What follows belongs to an exercise in optimizing a design on an open flow for small area and a short achievable clock period; a production flow would make more cautious choices.
The RTL was checked by simulation tests, not by an equivalence proof against the original design.

==> flow/design.v (outline; a module is shown in full before it is edited, if it fits) <==
// module iir_recode: 19 lines
// module iir_k_load: 11 lines
// module iir_f_load: 12 lines
// module iir_sop_res: 650 lines
// module iir_sop_ff: 1012 lines
// module iir_fa: 10 lines
// module iir_ha: 9 lines
// module iir_sel: 11 lines
// module iir_filter_gen: 105 lines
module iir_filter_gen (
  input  logic               CLK,
  input  logic               RST_n,
  input  logic signed [10:0] DIN,
  input  logic               VIN,
  input  logic [32:0]        B,
  input  logic [21:0]        A,
  input  logic               COEF_LD,
  output logic signed [10:0] DOUT,
  output logic               VOUT,
  output logic               SAT
);
  // ...
==> flow/run.sh <==
#!/bin/bash
# synth_recipe.tcl (not shown) runs the flow's synth.tcl, then flattens the netlist and writes it again
# the make line also repeats each setting of config.mk as NAME=value (left out here)
make -C /OpenROAD-flow-scripts/flow DESIGN_CONFIG=/design/flow/config.mk WORK_HOME=/design/flow/orfs CLKGATE_MAP_FILE= SYNTH_SCRIPT=/design/flow/synth_recipe.tcl finish
==> flow/config.mk <==
export PLATFORM = sky130hd
export DESIGN_NAME = iir_filter_gen
export DESIGN_NICKNAME = iir_filter_gen
export VERILOG_FILES = /design/flow/design.v
export SDC_FILE = /design/flow/constraint.sdc
export NUM_CORES = 4
export LEC_CHECK = 0
export CAP_MARGIN = 20
export CORE_MARGIN = 2
export CORE_UTILIZATION = 40
export SETUP_SLACK_MARGIN = 4
export SLEW_MARGIN = 20
export SYNTH_HIERARCHICAL = 1
export SYNTH_MINIMUM_KEEP_SIZE = 0
==> flow/constraint.sdc <==
create_clock -name core_clock -period 10.0 [get_ports {CLK}]
set_input_delay 2.0000 -clock core_clock [delete_from_list [all_inputs] [get_ports {CLK}]]
set_output_delay 2.0000 -clock core_clock [all_outputs]
set_load 0.01 [all_outputs]
==> results.sh, run 1 <==
export IMPL_max_freq_mhz=161.0
export IMPL_firstDrtPassIters=17
export IMPL_dr_max_layer_used="met5"
export IMPL_cts_tree="done"
export IMPL_diodes=1
export IMPL_hpwl_um=55170
export IMPL_worst_slack_ns=3.788
export IMPL_crit_cells=19
export IMPL_num_vias=18370
export IMPL_cts_hold_fix_buffers=0
export IMPL_drive_above_1_share=0.2552
export IMPL_core_um2=51090
export IMPL_status="finished clean"
export IMPL_required_ns=10.41
export IMPL_final_max_slew_violation_count=0
export IMPL_grt_use_total=0.2750
export IMPL_crit_type="reg -> reg"
export IMPL_maxSlewHeadroom=0.4277
export IMPL_netlist_area_um2=20570
export IMPL_grt_pass1_vias=18540
export IMPL_drt_total_wl_um=75690
export IMPL_wl_met3_um=7076
export IMPL_clk_share=0.02269
export IMPL_cts_inserted_buffers=17
export IMPL_final_common_cell="a222oi_1"
export IMPL_synthCells=1793
export IMPL_grt_overflow_total=0
export IMPL_wl_met1_um=27800
export IMPL_cts_resized_gates=225
export IMPL_num_rows=83
export IMPL_hold_violations=0
export IMPL_place_ws_ns=2.985
export IMPL_reg2reg_to="y1_r[2]"
export IMPL_crit_start="b0_v[2]"
==> run 2, diff against run 1 <==
--- a/flow/config.mk
+++ b/flow/config.mk
@@ -7,8 +7,8 @@
 export LEC_CHECK = 0
 export CAP_MARGIN = 20
 export CORE_MARGIN = 2
-export CORE_UTILIZATION = 40
-export SETUP_SLACK_MARGIN = 4
+export CORE_UTILIZATION = 55
+export SETUP_SLACK_MARGIN = 3
 export SLEW_MARGIN = 20
 export SYNTH_HIERARCHICAL = 1
 export SYNTH_MINIMUM_KEEP_SIZE = 0
==> run 2 against run 1 <==
Cell area shrank 12%. Clock skew shrank 0.0013 ns. Worst setup slack lost 0.61 ns. Synthesized cell count is the same. Flip-flop and latch count is the same. First-iteration DRC count shrank 13%.
==> results.sh, run 2 <==
export IMPL_status="finished clean"
export IMPL_io_pins=83
export IMPL_netlist_area_um2=20570
export IMPL_drive_above_1_share=0.08325
export IMPL_final_max_slew_violation_count=0
export IMPL_crit_path_start_kind="register"
export IMPL_syn2layout_area_growth_pct=11.69
export IMPL_die_x_um=197.4
export IMPL_hpwl_um=53720
export IMPL_drc=0
export IMPL_top_register="f_r"
export IMPL_period_minus_slack_ns=6.820
export IMPL_grt_pass1_wl_um=105900
export IMPL_critPathArrivalTime_ns=7.02
export IMPL_antenna_found_initial=0
export IMPL_diodes=0
export IMPL_setup_viol=0
export IMPL_finalCritPeriodShare=0.6820
export IMPL_setup_tns_ns=0
export IMPL_yosysWarnings=8
export IMPL_finish_instance_area_um2=22970
export IMPL_nFillCells=3013
export IMPL_num_rows=70
export IMPL_final_common_cell="a222oi_1"
export IMPL_path_max_fanout=12
export IMPL_clk_path_buf_depth=2
export IMPL_die_y_um=197.4
export IMPL_hp_class="reg -> reg"
export IMPL_drt_iter0_markers=3483
export IMPL_grt_setup_unrepaired="yes"
export IMPL_placed_cell_area_um2=22290
export IMPL_wl_per_cell_um=28.51
export IMPL_firstDrtPassIters=22
export IMPL_grt_use_total=0.3628
export IMPL_drt_total_wl_um=69500
export IMPL_crit_type="reg -> reg"
export IMPL_synthCells=1793
export IMPL_clock_sinks=137
export IMPL_worst_pin_slew_ns=1.251
export IMPL_gp_congestion=0.9710
export IMPL_grt_pass1_vias=17900
export IMPL_io_buffer_count=82
export IMPL_viasPerCell=7.263
export IMPL_grt_max_degree=62
export IMPL_maxSlewHeadroom=0.1643
export IMPL_cts_inserted_buffers=17
export IMPL_fp_dieArea_um2=38960
export IMPL_core_um2=36700
export IMPL_ant_nets=0
export IMPL_clkLatencyLatePin_ns=0.46
export IMPL_cts_tree="done"
export IMPL_htreeDepth=4
export IMPL_required_ns=10.20
export IMPL_final_cell_mix="360 x a222oi_1, 325 x fa_1, 247 x inv_1"
export IMPL_synth_avg_cell_area_um2=11.47
export IMPL_cts_root_buf="clkbuf_16"
export IMPL_cap_violations=0
export IMPL_fin_util=0.6260
export IMPL_largest_register_ffs=24
export IMPL_start_util=0.5605
export IMPL_path_clk_slew_ns=0.06
export IMPL_finClkSkew_ns=0.01441
export IMPL_worst_setup_path_end_kind="register"
export IMPL_grt_overflow_total=0
export IMPL_fin_nets=2512
export IMPL_max_freq_mhz=146.6
export IMPL_hold_violations=0
export IMPL_num_vias=17710
[run 2: final cells by class]
| type | count | area (µm²) | area share |
|---|---|---|---|
| multi-input combinational | 1416 | 15810 | 0.6879 |
| sequential | 137 | 3820 | 0.1663 |
| timing repair buffer | 138 | 1259 | 0.05479 |
| inverter | 247 | 927.1 | 0.04036 |
| tap | 468 | 585.6 | 0.02549 |
| clock buffer | 23 | 520.5 | 0.02266 |
| clock inverter | 9 | 57.56 | 0.002505 |
[run 2: path summary, 6_finish.rpt]
path | startpoint | end | slack, ns | depth (start not counted)
hold / removal | cv_r | cv_r | 0.49 | 1
max in group asynchronous | RST_n | dout_r[10] | 7.55 | 1
min in group asynchronous | RST_n | dout_r[7] | 1.99 | 1
setup reg to reg | a2_u[2] | f_r[23] | 3.18 | 16
setup / recovery | a2_u[2] | f_r[23] | 3.18 | 16
hold reg to reg | cv_r | cv_r | 0.49 | 1
[run 2: repair_timing]
action                                  CTS  global route
endpoints found under the hold margin     0             0
pin swaps                                 0             2
resized for setup                         2            14
buffers inserted                          1             4
hold buffers                              0             0
endpoints found under the setup margin    2            22
[run 2: critical path, cell delays in order, from the launching register on]
cell and delay [ns]:
edfxtp_1 0.42, nor2b_1 0.97, a222oi_1 0.28, fa_1 0.64
fa_1 0.45, fa_1 0.49, fa_1 0.40, fa_1 0.56
fa_1 0.43, ha_1 0.46, nand4_2 0.18, or3_1 0.42
o211ai_2 0.23, o22ai_2 0.12, nor3_1 0.18, nor3_1 0.07
mux2_2 0.25
[run 2: metal layers]
layer  track usage  share of wire  vias up
met3       0.06198           0.10      290
met2        0.6205           0.47     1390
met4        0.1607          0.055        0
li1              -              -     7382
met5             0              0        -
met1        0.4531           0.37     8646
[run 2: stage by stage]
stage | std cells | hold WS [ns] | setup WS, ns
after floorplan | 1833 | 0.3487 | 3.627
after global placement | 2401 | 0.4810 | 2.987
after detailed placement | 2401 | 0.4814 | 2.878
after CTS | 2434 | 0.4957 | 3.015
after global routing | 2438 | 0.5278 | 2.999
final | 2438 | 0.4925 | 3.180
==> run 3, diff against run 2 <==
==> flow/flow/run.sh (new file) <==
#!/bin/bash
# The standard layout (the standard.sh, unchanged), with one difference:
# the buffers placed on the input and output ports are the smallest buffer
# cell, sky130_fd_sc_hd__buf_1, rather than the one buffer_ports picks.
set -euo pipefail
cp standard.sh standard_sh.log
export BUFFER_PORTS_ARGS="-buffer_cell sky130_fd_sc_hd__buf_1"
bash standard.sh > standard.log 2>&1
==> flow/standard.sh (new file) <==
#!/bin/bash
# synth_recipe.tcl (not shown) runs the flow's synth.tcl, then flattens the netlist and writes it again
# the make line also repeats each setting of config.mk as NAME=value (left out here)
make -C /OpenROAD-flow-scripts/flow DESIGN_CONFIG=/design/flow/config.mk WORK_HOME=/design/flow/orfs CLKGATE_MAP_FILE= SYNTH_SCRIPT=/design/flow/synth_recipe.tcl "${@:-finish}"
--- a/flow/config.mk
+++ b/flow/config.mk
@@ -7,8 +7,8 @@
 export LEC_CHECK = 0
 export CAP_MARGIN = 20
 export CORE_MARGIN = 2
-export CORE_UTILIZATION = 55
-export SETUP_SLACK_MARGIN = 3
+export CORE_UTILIZATION = 40
+export SETUP_SLACK_MARGIN = 3.5
 export SLEW_MARGIN = 20
 export SYNTH_HIERARCHICAL = 1
 export SYNTH_MINIMUM_KEEP_SIZE = 0
removed: flow/run.sh
==> run 3 against run 2 <==
Still clean. First-iteration DRC count is 13% higher. Flip-flop and latch count unchanged. Cell count grew 11%. Largest cell class unchanged.
==> results.sh, run 3 <==
export IMPL_status="finished clean"
export IMPL_critPathArrivalTime_ns=6.74
export IMPL_cpPeakStageDelay_ns=0.61
export IMPL_hpwl_um=56410
export IMPL_path_cells="buf_6, inv_1, a222oi_1, fa_1, fa_1, fa_1, fa_1, fa_1, fa_2, ha_4, a21oi_1, o21ai_0, a22oi_1, o211ai_2, o22ai_2, and3_1, nor3_1, mux2_2"
export IMPL_final_cell_mix="360 x a222oi_1, 320 x fa_1, 239 x inv_1"
export IMPL_wl_per_cell_um=27.52
export IMPL_clkLatencyLatePin_ns=0.50
export IMPL_firstDrtPassIters=20
export IMPL_cts_tree="done"
export IMPL_synth_avg_cell_area_um2=11.47
export IMPL_crit_family="adder cells"
export IMPL_clock_sinks=137
export IMPL_hp_class="reg -> reg"
export IMPL_finalCritPeriodShare=0.6504
export IMPL_worst_setup_path_end_kind="register"
export IMPL_clk_path_buf_depth=2
export IMPL_final_max_slew_violation_count=0
export IMPL_drive_above_1_share=0.1416
export IMPL_fin_nets=2569
export IMPL_cts_hold_fix_buffers=0
export IMPL_top_register="f_r"
export IMPL_start_util=0.4026
export IMPL_syn2layout_area_growth_pct=15.07
export IMPL_antenna_found_initial=0
export IMPL_setup_tns_ns=0
export IMPL_grt_setup_unrepaired="yes"
export IMPL_largest_register_ffs=24
export IMPL_grt_use_total=0.2803
export IMPL_diodes=0
export IMPL_crit_type="reg -> reg"
export IMPL_crit_path_start_kind="register"
export IMPL_cp_common_cell="fa_1"
export IMPL_required_ns=10.24
export IMPL_die_y_um=230.8
export IMPL_yosysWarnings=8
export IMPL_slowest_stage="fa_2"
export IMPL_period_minus_slack_ns=6.504
export IMPL_grt_pass1_vias=18080
export IMPL_synthCells=1793
export IMPL_hold_violations=0
export IMPL_place_ws_ns=2.723
export IMPL_grt_max_degree=63
export IMPL_worst_pin_slew_ns=1.039
export IMPL_die_x_um=230.8
export IMPL_htreeDepth=4
export IMPL_num_rows=83
export IMPL_io_pins=83
export IMPL_viasPerCell=6.588
export IMPL_setup_viol=0
export IMPL_path_max_fanout=27
export IMPL_path_clk_slew_ns=0.06
export IMPL_finish_instance_area_um2=23670
export IMPL_cts_inserted_buffers=17
export IMPL_core_um2=51090
export IMPL_maxSlewHeadroom=0.3070
export IMPL_path_buf_inv=2
export IMPL_placed_cell_area_um2=22080
export IMPL_ant_nets=0
export IMPL_finClkSkew_ns=0.02025
export IMPL_num_vias=17840
export IMPL_grt_overflow_total=0
export IMPL_drc=0
export IMPL_final_common_cell="a222oi_1"
export IMPL_gp_congestion=0.9640
export IMPL_netlist_area_um2=20570
export IMPL_cts_root_buf="clkbuf_16"
export IMPL_max_freq_mhz=153.8
export IMPL_worst_slack_ns=3.496
export IMPL_grt_pass1_wl_um=111700
export IMPL_cap_violations=0
export IMPL_fp_dieArea_um2=53250
export IMPL_drt_iter0_markers=3951
export IMPL_io_buffer_count=82
export IMPL_drt_total_wl_um=74500
export IMPL_fin_util=0.4632
## run 3: path summary, 6_finish.rpt
kind | from | end | slack, ns | depth (start not counted)
setup / recovery | x0_r[3] | f_r[23] | 3.50 | 18
hold / removal | sat_r | sat_r | 0.52 | 1
setup reg to reg | x0_r[3] | f_r[23] | 3.50 | 18
hold reg to reg | sat_r | sat_r | 0.52 | 1
max in group asynchronous | RST_n | v_r | 7.92 | 1
min in group asynchronous | RST_n | dout_r[3] | 1.57 | 1
## run 3: final cells by class
class / instances / area [µm²]
tap: 680 / 850.8
multi-input combinational: 1417 / 16140
timing repair buffer: 194 / 1297
clock inverter: 9 / 70.07
inverter: 247 / 957.2
sequential: 137 / 3829
clock buffer: 23 / 525.5
fill: 4781 / 27430
## run 3: stage by stage
| stage | hold WS [ns] | cells |
|---|---|---|
| 2_1_floorplan | 0.3487 | 1833 |
| 3_3_place_gp | 0.4805 | 2617 |
| 3_5_place_dp | 0.5150 | 2617 |
| 4_1_cts | 0.5299 | 2670 |
| 5_1_grt | 0.5610 | 2707 |
| 6_report | 0.5190 | 2707 |
## run 3: timing repair
action / 4_1_cts / 5_1_grt
resized for setup: 39 / 99
setup buffers: 21 / 35
cloned: 0 / 2
pin swaps: 6 / 55
setup endpoints to repair: 31 / 31
## run 3: per-layer routing
layer  part of all wire  global-route usage  vias to the layer above
li1                   -                   -                     7492
met1               0.38              0.3414                     8891
met2               0.48              0.4724                     1197
met3              0.093             0.06238                      255
met4              0.049              0.1300                        0
met5                  0                   0                        -

[what the ideal ports hide]
No port has a modelled driver above. Below, the same layouts with a new extraction and two added sets of constraints.
Step 1: set_driving_cell puts a clkbuf_16 on CLK and a buf_2 on each other input, an assumption about the parent block.
Step 2 adds t to the input delays and takes it off the output delays; t is the mean of the earliest and latest rising clock arrival at the registers after step 1. Input paths then give back, and output paths get back, about the clock's delay inside the block.
Slacks: ideal / step 1 / step 2; pairs: ideal / step 1.
| run | shift t [ns] | setup slack, ns | latest minus earliest clock arrival (ns) |
|---|---|---|---|
| run 1 | 0.540 | 3.788 / 3.788 / 3.672 | 0.016 / 0.016 |
| run 2 | 0.504 | 3.180 / 3.180 / 3.060 | 0.015 / 0.015 |
| run 3 | 0.546 | 3.496 / 3.496 / 3.313 | 0.020 / 0.021 |
After both steps every run listed still meets setup and hold. For run 3, which loses most, drivers alone change the setup slack by 0.000 ns; drivers and shift together by -0.183 ns.
